This is an optimization exercise on Yosys and OpenROAD, whose aim is a short achievable clock period and few clock cycles per item, not a production implementation.
RTL that was checked went through simulation tests only; none was proved equivalent to the original.
Power and IR drop assume default switching activity.

==> zinc: inputs <==
==> flow/design.v <==
package stwq_pkg;
   localparam logic [1:0] REQ_CREATE = 2'd0;
   localparam logic [1:0] REQ_WAIT   = 2'd1;
   localparam logic [1:0] REQ_POST   = 2'd2;
   localparam logic [1:0] ST_OK         = 2'd0;
   localparam logic [1:0] ST_NO_ENTRY   = 2'd1;
   localparam logic [1:0] ST_QUEUE_FULL = 2'd2;
endpackage
import stwq_pkg::*;
module semaphore_table_with_wait_queues_unit
#(
   parameter int NUM_SEMAPHORES = 8,
   parameter int QUEUE_DEPTH    = 8,
   parameter int CALLER_ID_BITS = 8
) (
   input  logic        clock,
   input  logic        reset,
   input  logic        req_tvalid,
   output logic        req_tready,
   input  logic [87:0] req_tdata,    
   input  logic [1:0]  req_tuser,    
   output logic        rsp_tvalid,
   input  logic        rsp_tready,
   output logic [15:0] rsp_tdata,    
   output logic [1:0]  rsp_tuser     
);
   localparam int NS = 8;    
   localparam int QD = 8;    
   localparam int FD = 8;    
   logic        a_valid;
   logic [1:0]  a_type;
   logic [63:0] a_key;
   logic [15:0] a_start;
   logic [7:0]  a_caller;
   logic [NS-1:0] used_ff;
   logic [63:0]   key_ff [NS];
   logic        acc;
   logic        rdy_ff;
   assign acc = req_tvalid & rdy_ff;
   always_ff @(posedge clock) begin
      a_valid  <= acc & ~reset;
      a_type   <= req_tuser;
      a_key    <= req_tdata[63:0];
      a_start  <= req_tdata[79:64];
      a_caller <= req_tdata[87:80];
   end
   logic [NS-1:0] a_free;      
   logic          a_full;
   logic          a_create;
   logic [NS-1:0] a_match;
   assign a_free   = ~used_ff & (used_ff + NS'(1));
   assign a_full   = &used_ff;
   assign a_create = a_valid & (a_type == REQ_CREATE);
   always_comb begin
      for (int i = 0; i < NS; i++) begin
         a_match[i] = used_ff[i] & (key_ff[i] == a_key);
      end
   end
   always_ff @(posedge clock) begin
      if (reset) begin
         used_ff <= '0;
      end else if (a_create) begin
         used_ff <= used_ff | a_free;
      end
   end
   always_ff @(posedge clock) begin
      for (int i = 0; i < NS; i++) begin
         if (a_create & a_free[i]) begin
            key_ff[i] <= a_key;
         end
      end
   end
   logic          b_valid;
   logic          b_create, b_wait, b_post, b_noentry;
   logic [NS-1:0] b_match, b_free;
   logic [15:0]   b_start;
   logic [7:0]    b_caller;
   always_ff @(posedge clock) begin
      b_valid   <= a_valid & ~reset;
      b_create  <= a_type == REQ_CREATE;
      b_wait    <= a_type == REQ_WAIT;
      b_post    <= a_type == REQ_POST;
      b_noentry <= (a_type == REQ_CREATE) & a_full;
      b_match   <= a_match;
      b_free    <= a_free;
      b_start   <= a_start;
      b_caller  <= a_caller;
   end
   logic [NS-1:0] b_first;
   assign b_first = b_match & ~(b_match - NS'(1));
   logic          c_valid, c_noentry;
   logic [NS-1:0] c_wsel, c_psel, c_isel;    
   logic [15:0]   c_start;
   logic          c_start_zero, c_start_max;
   logic [7:0]    c_caller;
   always_ff @(posedge clock) begin
      c_valid      <= b_valid & ~reset;
      c_noentry    <= b_noentry;
      c_wsel       <= b_first & {NS{b_valid & b_wait}};
      c_psel       <= b_first & {NS{b_valid & b_post}};
      c_isel       <= b_free & {NS{b_valid & b_create & ~b_noentry}};
      c_start      <= b_start;
      c_start_zero <= b_start == 16'd0;
      c_start_max  <= b_start == 16'hFFFF;
      c_caller     <= b_caller;
   end
   logic [15:0] cnt_ff  [NS];
   logic        zero_ff [NS];
   logic        max_ff  [NS];
   logic [QD-1:0] fill_ff [NS];
   logic [QD-1:0] head_ff [NS];
   logic [QD-1:0] tail_ff [NS];
   logic [7:0]  q_ff    [NS][QD];
   logic [NS-1:0] e_dec, e_inc, e_push, e_pop, e_qfull;
   logic [7:0]    e_hv [NS];     
   always_comb begin
      for (int i = 0; i < NS; i++) begin
         e_dec[i]   = c_wsel[i] & ~zero_ff[i];
         e_push[i]  = c_wsel[i] & zero_ff[i] & ~fill_ff[i][QD-1];
         e_qfull[i] = c_wsel[i] & zero_ff[i] & fill_ff[i][QD-1];
         e_pop[i]   = c_psel[i] & fill_ff[i][0];
         e_inc[i]   = c_psel[i] & ~fill_ff[i][0] & ~max_ff[i];
         e_hv[i]    = 8'd0;
         for (int k = 0; k < QD; k++) begin
            e_hv[i] = e_hv[i] | (q_ff[i][k] & {8{head_ff[i][k]}});
         end
      end
   end
   always_ff @(posedge clock) begin
      for (int i = 0; i < NS; i++) begin
         if (c_isel[i]) begin
            cnt_ff[i]  <= c_start;
            zero_ff[i] <= c_start_zero;
            max_ff[i]  <= c_start_max;
         end else if (e_dec[i]) begin
            cnt_ff[i]  <= cnt_ff[i] - 16'd1;
            zero_ff[i] <= cnt_ff[i] == 16'd1;
            max_ff[i]  <= 1'b0;
         end else if (e_inc[i]) begin
            cnt_ff[i]  <= cnt_ff[i] + 16'd1;
            zero_ff[i] <= 1'b0;
            max_ff[i]  <= cnt_ff[i] == 16'hFFFE;
         end
         if (c_isel[i]) begin
            fill_ff[i] <= '0;
            head_ff[i] <= QD'(1);
            tail_ff[i] <= QD'(1);
         end else if (e_push[i]) begin
            fill_ff[i] <= {fill_ff[i][QD-2:0], 1'b1};
            tail_ff[i] <= {tail_ff[i][QD-2:0], tail_ff[i][QD-1]};
         end else if (e_pop[i]) begin
            fill_ff[i] <= {1'b0, fill_ff[i][QD-1:1]};
            head_ff[i] <= {head_ff[i][QD-2:0], head_ff[i][QD-1]};
         end
         for (int k = 0; k < QD; k++) begin
            if (e_push[i] & tail_ff[i][k]) begin
               q_ff[i][k] <= c_caller;
            end
         end
      end
   end
   logic          d_valid, d_noentry, d_qfull, d_block, d_wake;
   logic [NS-1:0] d_pop;
   logic [7:0]    d_hv [NS];
   always_ff @(posedge clock) begin
      d_valid   <= c_valid & ~reset;
      d_noentry <= c_noentry;
      d_qfull   <= |e_qfull;
      d_block   <= |e_push;
      d_wake    <= |e_pop;
      d_pop     <= e_pop;
      for (int i = 0; i < NS; i++) begin
         d_hv[i] <= e_hv[i];
      end
   end
   logic [7:0] d_wid;
   always_comb begin
      d_wid = 8'd0;
      for (int i = 0; i < NS; i++) begin
         d_wid = d_wid | (d_hv[i] & {8{d_pop[i]}});
      end
   end
   logic        e_valid;
   logic [11:0] e_rsp;    
   always_ff @(posedge clock) begin
      e_valid <= d_valid & ~reset;
      e_rsp   <= {d_noentry ? ST_NO_ENTRY : d_qfull ? ST_QUEUE_FULL : ST_OK,
                  d_wid, d_wake, d_block};
   end
   logic        out_valid;
   logic [11:0] out_rsp;
   logic [11:0] fifo_ff [FD];
   logic [2:0]  wr_ptr, rd_ptr;
   logic [3:0]  fifo_cnt;
   logic        fifo_empty;
   logic        out_free, pop_out, fifo_pop, fifo_push;
   assign fifo_empty = fifo_cnt == 4'd0;
   assign out_free   = ~out_valid | rsp_tready;
   assign pop_out    = out_valid & rsp_tready;
   assign fifo_pop   = out_free & ~fifo_empty;
   assign fifo_push  = e_valid & ~(out_free & fifo_empty);
   always_ff @(posedge clock) begin
      if (reset) begin
         out_valid <= 1'b0;
         wr_ptr    <= '0;
         rd_ptr    <= '0;
         fifo_cnt  <= '0;
      end else begin
         if (out_free) begin
            out_valid <= ~fifo_empty | e_valid;
         end
         if (fifo_push) begin
            wr_ptr <= wr_ptr + 3'd1;
         end
         if (fifo_pop) begin
            rd_ptr <= rd_ptr + 3'd1;
         end
         fifo_cnt <= fifo_cnt + 4'(fifo_push) - 4'(fifo_pop);
      end
   end
   always_ff @(posedge clock) begin
      if (out_free) begin
         out_rsp <= fifo_empty ? e_rsp : fifo_ff[rd_ptr];
      end
      if (fifo_push) begin
         fifo_ff[wr_ptr] <= e_rsp;
      end
   end
   logic [3:0] outst_ff, outst_in;
   assign outst_in = outst_ff + 4'(acc) - 4'(pop_out);
   always_ff @(posedge clock) begin
      if (reset) begin
         outst_ff <= '0;
         rdy_ff   <= 1'b1;
      end else begin
         outst_ff <= outst_in;
         rdy_ff   <= outst_in < 4'(FD);
      end
   end
   assign req_tready = rdy_ff;
   assign rsp_tvalid = out_valid;
   assign rsp_tdata  = {6'd0, out_rsp[9:0]};
   assign rsp_tuser  = out_rsp[11:10];
endmodule
==> flow/run.sh <==
#!/bin/bash
# synth_recipe.tcl (not shown) runs the flow's synth.tcl, then flattens the netlist and writes it again
# the make line also repeats each setting of config.mk as NAME=value (left out here)
make -C /OpenROAD-flow-scripts/flow DESIGN_CONFIG=/design/flow/config.mk WORK_HOME=/design/flow/orfs CLKGATE_MAP_FILE= SYNTH_SCRIPT=/design/flow/synth_recipe.tcl finish
==> flow/config.mk <==
export PLATFORM = sky130hd
export DESIGN_NAME = semaphore_table_with_wait_queues_unit
export DESIGN_NICKNAME = semaphore_table_with_wait_queues_unit
export VERILOG_FILES = /design/flow/design.v
export SDC_FILE = /design/flow/constraint.sdc
export NUM_CORES = 4
export LEC_CHECK = 0
export ABC_CLOCK_PERIOD_IN_PS = 1800
export CAP_MARGIN = 20
export CORE_MARGIN = 2
export CORE_UTILIZATION = 65
export PLACE_DENSITY = 0.7
export SETUP_SLACK_MARGIN = 3.0
export SLEW_MARGIN = 20
export TNS_END_PERCENT = 100
==> flow/constraint.sdc <==
create_clock -name core_clock -period 5.0 [get_ports {clock}]
set_input_delay 1.0000 -clock core_clock [delete_from_list [all_inputs] [get_ports {clock}]]
set_output_delay 1.0000 -clock core_clock [all_outputs]
set_load 0.01 [all_outputs]
==> maple (differences from zinc) <==
==> flow/design.v, changed modules only <==
module semaphore_table_with_wait_queues_unit
#(
   parameter int NUM_SEMAPHORES = 8,
   parameter int QUEUE_DEPTH    = 8,
   parameter int CALLER_ID_BITS = 8
) (
   input  logic        clock,
   input  logic        reset,
   input  logic        req_tvalid,
   output logic        req_tready,
   input  logic [87:0] req_tdata,    
   input  logic [1:0]  req_tuser,    
   output logic        rsp_tvalid,
   input  logic        rsp_tready,
   output logic [15:0] rsp_tdata,    
   output logic [1:0]  rsp_tuser     
);
   localparam int NS = 8;    
   localparam int QD = 8;    
   localparam int FD = 8;    
   logic        a_valid;
   logic [1:0]  a_type;
   logic [63:0] a_key;
   logic [15:0] a_start;
   logic [7:0]  a_caller;
   logic [NS-1:0] used_ff;
   logic [63:0]   key_ff [NS];
   logic          acc;
   logic          rdy_ff;
   logic [FD-1:0] outst_ff;
   assign acc = req_tvalid & ~outst_ff[FD-1];
   assign a_valid  = acc & ~reset;
   assign a_type   = req_tuser;
   assign a_key    = req_tdata[63:0];
   assign a_start  = req_tdata[79:64];
   assign a_caller = req_tdata[87:80];
   logic [NS-1:0] a_free;      
   logic          a_full;
   logic          a_create;
   logic [NS-1:0] a_match;
   assign a_free   = ~used_ff & (used_ff + NS'(1));
   assign a_full   = &used_ff;
   assign a_create = a_valid & (a_type == REQ_CREATE);
   always_comb begin
      for (int i = 0; i < NS; i++) begin
         a_match[i] = used_ff[i] & (key_ff[i] == a_key);
      end
   end
   always_ff @(posedge clock) begin
      if (reset) begin
         used_ff <= '0;
      end else if (a_create) begin
         used_ff <= used_ff | a_free;
      end
   end
   always_ff @(posedge clock) begin
      for (int i = 0; i < NS; i++) begin
         if (a_free[i]) begin
            key_ff[i] <= a_key;
         end
      end
   end
   logic          b_valid;
   logic          b_create, b_wait, b_post, b_noentry;
   logic [NS-1:0] b_match, b_free;
   logic [15:0]   b_start;
   logic [7:0]    b_caller;
   always_ff @(posedge clock) begin
      b_valid   <= a_valid;
      b_create  <= a_type == REQ_CREATE;
      b_wait    <= a_type == REQ_WAIT;
      b_post    <= a_type == REQ_POST;
      b_noentry <= (a_type == REQ_CREATE) & a_full;
      b_match   <= a_match;
      b_free    <= a_free;
      b_start   <= a_start;
      b_caller  <= a_caller;
   end
   logic [NS-1:0] b_first;
   assign b_first = b_match & ~(b_match - NS'(1));
   logic          c_valid, c_noentry;
   logic [NS-1:0] c_wsel, c_psel, c_isel;    
   logic [15:0]   c_start;
   logic          c_start_zero, c_start_max;
   logic [7:0]    c_caller;
   always_ff @(posedge clock) begin
      c_valid      <= b_valid & ~reset;
      c_noentry    <= b_noentry;
      c_wsel       <= b_first & {NS{b_valid & b_wait}};
      c_psel       <= b_first & {NS{b_valid & b_post}};
      c_isel       <= b_free & {NS{b_valid & b_create & ~b_noentry}};
      c_start      <= b_start;
      c_start_zero <= b_start == 16'd0;
      c_start_max  <= b_start == 16'hFFFF;
      c_caller     <= b_caller;
   end
   logic [15:0] cnt_ff  [NS];
   logic        zero_ff [NS];
   logic        max_ff  [NS];
   logic [QD-1:0] fill_ff [NS];
   logic [QD-1:0] head_ff [NS];
   logic [QD-1:0] tail_ff [NS];
   logic [7:0]  q_ff    [NS][QD];
   logic [NS-1:0] e_dec, e_inc, e_push, e_pop, e_qfull;
   logic [7:0]    e_hv [NS];     
   logic [15:0]   e_lo0 [NS];    
   logic [15:0]   e_lo1 [NS];    
   always_comb begin
      for (int i = 0; i < NS; i++) begin
         e_dec[i]   = c_wsel[i] & ~zero_ff[i];
         e_push[i]  = c_wsel[i] & zero_ff[i] & ~fill_ff[i][QD-1];
         e_qfull[i] = c_wsel[i] & zero_ff[i] & fill_ff[i][QD-1];
         e_pop[i]   = c_psel[i] & fill_ff[i][0];
         e_inc[i]   = c_psel[i] & ~fill_ff[i][0] & ~max_ff[i];
         e_lo0[i][0] = 1'b1;
         e_lo1[i][0] = 1'b1;
         for (int k = 1; k < 16; k++) begin
            e_lo0[i][k] = e_lo0[i][k-1] & ~cnt_ff[i][k-1];
            e_lo1[i][k] = e_lo1[i][k-1] & cnt_ff[i][k-1];
         end
         e_hv[i]    = 8'd0;
         for (int k = 0; k < QD; k++) begin
            e_hv[i] = e_hv[i] | (q_ff[i][k] & {8{head_ff[i][k]}});
         end
      end
   end
   always_ff @(posedge clock) begin
      for (int i = 0; i < NS; i++) begin
         if (c_isel[i]) begin
            cnt_ff[i]  <= c_start;
            zero_ff[i] <= c_start_zero;
            max_ff[i]  <= c_start_max;
         end else begin
            cnt_ff[i]  <= cnt_ff[i] ^ ((e_lo0[i] & {16{e_dec[i]}}) | (e_lo1[i] & {16{e_inc[i]}}));
            if (e_dec[i]) begin
               zero_ff[i] <= cnt_ff[i] == 16'd1;
               max_ff[i]  <= 1'b0;
            end else if (e_inc[i]) begin
               zero_ff[i] <= 1'b0;
               max_ff[i]  <= cnt_ff[i] == 16'hFFFE;
            end
         end
         if (c_isel[i]) begin
            fill_ff[i] <= '0;
            head_ff[i] <= QD'(1);
            tail_ff[i] <= QD'(1);
         end else if (e_push[i]) begin
            fill_ff[i] <= {fill_ff[i][QD-2:0], 1'b1};
            tail_ff[i] <= {tail_ff[i][QD-2:0], tail_ff[i][QD-1]};
         end else if (e_pop[i]) begin
            fill_ff[i] <= {1'b0, fill_ff[i][QD-1:1]};
            head_ff[i] <= {head_ff[i][QD-2:0], head_ff[i][QD-1]};
         end
         for (int k = 0; k < QD; k++) begin
            if (e_push[i] & tail_ff[i][k]) begin
               q_ff[i][k] <= c_caller;
            end
         end
      end
   end
   logic          d_valid, d_noentry, d_qfull, d_block, d_wake;
   logic [NS-1:0] d_pop;
   logic [7:0]    d_hv [NS];
   always_ff @(posedge clock) begin
      d_valid   <= c_valid & ~reset;
      d_noentry <= c_noentry;
      d_qfull   <= |e_qfull;
      d_block   <= |e_push;
      d_wake    <= |e_pop;
      d_pop     <= e_pop;
      for (int i = 0; i < NS; i++) begin
         d_hv[i] <= e_hv[i];
      end
   end
   logic [7:0] d_wid;
   always_comb begin
      d_wid = 8'd0;
      for (int i = 0; i < NS; i++) begin
         d_wid = d_wid | (d_hv[i] & {8{d_pop[i]}});
      end
   end
   logic        e_valid;
   logic [11:0] e_rsp;    
   assign e_valid = d_valid;
   assign e_rsp   = {d_noentry ? ST_NO_ENTRY : d_qfull ? ST_QUEUE_FULL : ST_OK,
                     d_wid, d_wake, d_block};
   logic        out_valid;
   logic [11:0] out_rsp;
   logic [11:0] fifo_ff [FD];
   logic [FD-1:0] wr_ptr, rd_ptr, fcnt_ff;
   logic [11:0] fifo_head;
   logic        fifo_empty;
   logic        out_free, pop_out, fifo_pop, fifo_push;
   assign fifo_empty = ~fcnt_ff[0];
   assign out_free   = ~out_valid | rsp_tready;
   assign pop_out    = out_valid & rsp_tready;
   assign fifo_pop   = out_free & ~fifo_empty;
   assign fifo_push  = e_valid & ~(out_free & fifo_empty);
   always_comb begin
      fifo_head = '0;
      for (int k = 0; k < FD; k++) begin
         fifo_head = fifo_head | (fifo_ff[k] & {12{rd_ptr[k]}});
      end
   end
   always_ff @(posedge clock) begin
      if (reset) begin
         out_valid <= 1'b0;
         out_rsp   <= '0;
         wr_ptr    <= FD'(1);
         rd_ptr    <= FD'(1);
         fcnt_ff   <= '0;
      end else begin
         if (out_free) begin
            out_valid <= ~fifo_empty | e_valid;
            out_rsp   <= fifo_empty ? e_rsp : fifo_head;
         end
         if (fifo_push) begin
            wr_ptr <= {wr_ptr[FD-2:0], wr_ptr[FD-1]};
         end
         if (fifo_pop) begin
            rd_ptr <= {rd_ptr[FD-2:0], rd_ptr[FD-1]};
         end
         if (fifo_push & ~fifo_pop) begin
            fcnt_ff <= {fcnt_ff[FD-2:0], 1'b1};
         end else if (fifo_pop & ~fifo_push) begin
            fcnt_ff <= {1'b0, fcnt_ff[FD-1:1]};
         end
      end
   end
   always_ff @(posedge clock) begin
      for (int k = 0; k < FD; k++) begin
         if (fifo_push & wr_ptr[k]) begin
            fifo_ff[k] <= e_rsp;
         end
      end
   end
   always_ff @(posedge clock) begin
      if (reset) begin
         outst_ff <= '0;
         rdy_ff   <= 1'b1;
      end else if (acc & ~pop_out) begin
         outst_ff <= {outst_ff[FD-2:0], 1'b1};
         rdy_ff   <= ~outst_ff[FD-2];
      end else if (pop_out & ~acc) begin
         outst_ff <= {1'b0, outst_ff[FD-1:1]};
         rdy_ff   <= 1'b1;
      end
   end
   assign req_tready = rdy_ff;
   assign rsp_tvalid = out_valid;
   assign rsp_tdata  = {6'd0, out_rsp[9:0]};
   assign rsp_tuser  = out_rsp[11:10];
endmodule
- ABC_CLOCK_PERIOD_IN_PS: 1800 -> 1000
- CTS_CLUSTER_DIAMETER: default -> 150
- CTS_CLUSTER_SIZE: default -> 25
==> summary.txt <==
Outcome
The run finished with no timing, DRC or antenna violations.

Clocking
The H-tree was split into 4 levels. The source-to-sink clock delay at the later pin of the worst-skew pair is 0.79 ns.

Layout
The top cell types in the final layout, fill and taps aside, are edfxtp_1 (1276), nand2_1 (524), dfxtp_1 (429). The number of antenna diodes in the final layout is 1. The combined area of the multi-input logic cells is 20600 µm². Counting the fill cells in the layout gives 6377. The final core utilization is 0.775.

GRT
The via count of the first global-routing pass is 42000. For this run, the total global-route usage over all layers was measured as 0.327. The routing usage on met1 is 0.474. The largest net degree at the start of global routing is 65. The number of antenna violations at the first check in global routing came to 6.

Placed design
At the placement stage, the worst setup path has a slack of 1.42 ns.

Pwr
Power attributed to the clock group is 12.7 mW.
That was zinc.
==> summary.txt <==
Clocking
The depth of the CTS H-tree is 3. The source-to-sink clock delay at the later pin of the worst-skew pair is 0.71 ns.

Placed design
The post-placement setup slack is 1.06 ns.

Layout
The layout has 6565 filler cells. In the final layout, the multi-input gates occupy 19200 µm².

Outcome
The flow ran to the end and the layout has no timing, DRC or antenna violations.

Pwr
Per report_power, the Clock row totals 7.27 mW.

GRT
The via count of the first global-routing pass is 37800.
That was maple.
Testbench counts of maple, summed over its fixed seeds: cycles 12,032, items 12,000.
No functional check of the RTL was part of zinc.

==> re-timing with driven ports <==
In the flow no input, the clock included, has a driving cell. The finished layouts below were timed again as built, in two steps. Step 1 assumes that a clkbuf_16 drives the clock port and a buf_2 every other input. Step 2, shift: input delay + t, output delay - t, t = (earliest + latest rising clock arrival at the registers) / 2. This alone moves slack from input paths to output paths. Three values: ideal ports, drivers, drivers and shift; two values: the first two.
| run | t, ns | setup WS [ns] | worst slew at a driven data input, ns |
|---|---|---|---|
| zinc | 0.847 | 2.668 / 2.596 / 2.249 | 0.11 |
| maple | 0.770 | 2.799 / 2.756 / 2.078 | 0.07 |
After both steps every run listed still meets setup and hold. For maple, which loses most, drivers alone change the setup slack by -0.043 ns; drivers and shift together by -0.721 ns.
